This is an optimization exercise on Yosys and OpenROAD, whose aim is small area, not a production implementation.
In this exercise RTL edits were held to simulation tests only and were not proved equivalent to the original.
Power figures rest on the tool's default switching activity, not on a simulated workload.

// pifo_multi_port_core
module pifo_multi_port_core
#(
  parameter int unsigned NUM_PORTS   = 5,
  parameter int unsigned DEPTH       = 16,
  parameter int unsigned RANK_WIDTH  = 19,
  parameter int unsigned PTR_WIDTH   = 12,
  parameter int unsigned FULL_POLICY = POLICY_TAIL_DROP,
  parameter int unsigned PORT_W      = $clog2(NUM_PORTS),
  parameter int unsigned CNT_W       = $clog2(DEPTH + 1)
) (
  input  logic                            axis_aclk,
  input  logic                            axis_reset,
  input  logic                            push_en,
  input  logic [PORT_W-1:0]               push_port,
  input  logic [RANK_WIDTH-1:0]           push_rank,
  input  logic [PTR_WIDTH-1:0]            push_ptr,
  input  logic [NUM_PORTS-1:0]            pop_req,
  output logic [NUM_PORTS-1:0]            head_valid,
  output logic [NUM_PORTS*RANK_WIDTH-1:0] head_rank,
  output logic [NUM_PORTS*PTR_WIDTH-1:0]  head_ptr,
  output logic [NUM_PORTS*CNT_W-1:0]      occupancy,
  output logic                            drop_valid,
  output logic [PTR_WIDTH-1:0]            drop_ptr,
  output logic [31:0]                     drop_count
);
export LEC_CHECK = 0
export CAP_MARGIN = 10
export CORE_MARGIN = 2
export CORE_UTILIZATION = 50
export CTS_CLUSTER_DIAMETER = 90
export CTS_CLUSTER_SIZE = 25
export PLACE_DENSITY = 0.65
export SETUP_SLACK_MARGIN = 0.3
export SLEW_MARGIN = 10
export SYNTH_HIERARCHICAL = 1
export SYNTH_MINIMUM_KEEP_SIZE = 0
create_clock -name core_clock -period 5.0 [get_ports {axis_aclk}]
standard.sh (not shown) runs the stock make flow with config.mk's settings and CLKGATE_MAP_FILE= SYNTH_SCRIPT=/design/flow/synth_recipe.tcl, a recipe that flattens the netlist after the stock synthesis.
==> flow/flow/run.sh <==
#!/bin/bash
# Standard ORFS layout (the standard.sh, standard synthesis), with these changes:
#  - global placement is not timing driven, and the buffers Yosys/ABC inserted are
#    removed at floorplan instead (REMOVE_ABC_BUFFERS);
#  - every input and output port still gets its own buffer, a buf_2;
#  - clock tree: no dummy loads; clustering as in config.mk.
set -euo pipefail
bash standard.sh synth > synth_make.log 2>&1
bash standard.sh \
  GPL_TIMING_DRIVEN=0 REMOVE_ABC_BUFFERS=1 \
  "BUFFER_PORTS_ARGS=-buffer_cell sky130_fd_sc_hd__buf_2" \
  "CTS_ARGS=-sink_clustering_enable -repair_clock_nets -sink_clustering_size 25 -sink_clustering_max_diameter 90 -dont_use_dummy_load" \
  finish > layout_make.log 2>&1
Next try:
--- a/flow/flow/run.sh
+++ b/flow/flow/run.sh
@@ -11,3 +11,3 @@
   "BUFFER_PORTS_ARGS=-buffer_cell sky130_fd_sc_hd__buf_2" \
-  "CTS_ARGS=-sink_clustering_enable -repair_clock_nets -sink_clustering_size 25 -sink_clustering_max_diameter 90 -dont_use_dummy_load" \
+  "CTS_ARGS=-sink_clustering_enable -repair_clock_nets -sink_clustering_size 20 -sink_clustering_max_diameter 80 -dont_use_dummy_load" \
   finish > layout_make.log 2>&1
--- a/flow/config.mk
+++ b/flow/config.mk
@@ -10,6 +10,6 @@
 export CORE_UTILIZATION = 50
-export CTS_CLUSTER_DIAMETER = 90
-export CTS_CLUSTER_SIZE = 25
+export CTS_CLUSTER_DIAMETER = 80
+export CTS_CLUSTER_SIZE = 20
 export PLACE_DENSITY = 0.65
-export SETUP_SLACK_MARGIN = 0.3
+export SETUP_SLACK_MARGIN = 0.45
 export SLEW_MARGIN = 10
- The new run finished with timing, DRC and antenna clean
- total power goes up by 1.2%
- die area is unchanged
- combinational power hardly moves
Next try:
--- a/flow/config.mk
+++ b/flow/config.mk
@@ -7,3 +7,3 @@
 export LEC_CHECK = 0
-export CAP_MARGIN = 10
+export CAP_MARGIN = 20
 export CORE_MARGIN = 2
@@ -13,4 +13,4 @@
 export PLACE_DENSITY = 0.65
-export SETUP_SLACK_MARGIN = 0.45
-export SLEW_MARGIN = 10
+export SETUP_SLACK_MARGIN = 0.3
+export SLEW_MARGIN = 20
 export SYNTH_HIERARCHICAL = 1
Cell count stays flat.
Power goes down by about 1.4%.
Global-route usage is about the same.
Core utilization goes up by 0.23 points.
Wire length came out lower by 0.69%.
Cell area rises by 0.40%.
Worst setup slack is worse by 0.21 ns.
Flip-flop and latch count stays the same.
Via count is about the same.

==> port drivers added, routing unchanged <==
In the flow no input, the clock included, has a driving cell. The finished layouts below were timed again as built, in two steps.
Step 1, drivers: a clkbuf_16 drives axis_aclk and a buf_2 each remaining input, both assumed.
Step 2 adds t to the input delays and takes it off the output delays; t is the mean of the earliest and latest rising clock arrival at the registers after step 1. Input paths then give back, and output paths get back, about the clock's delay inside the block.
Slacks: ideal / step 1 / step 2; pairs: ideal / step 1.
run	t, ns	setup WS [ns]	worst register clock-pin slew, ns	worst data-port slew with drivers (ns)
the first run	0.913	0.211 / 0.235 / -0.678	0.10 / 0.10	0.17
the second run	0.903	0.354 / 0.394 / -0.509	0.09 / 0.09	0.19
the third run	0.905	0.143 / 0.194 / -0.711	0.09 / 0.09	0.19
With both steps, setup timing fails in every run listed, where it was met with ideal ports. The setup slack of the first run, which loses most, moves by +0.024 ns with the drivers and by -0.889 ns with both steps.
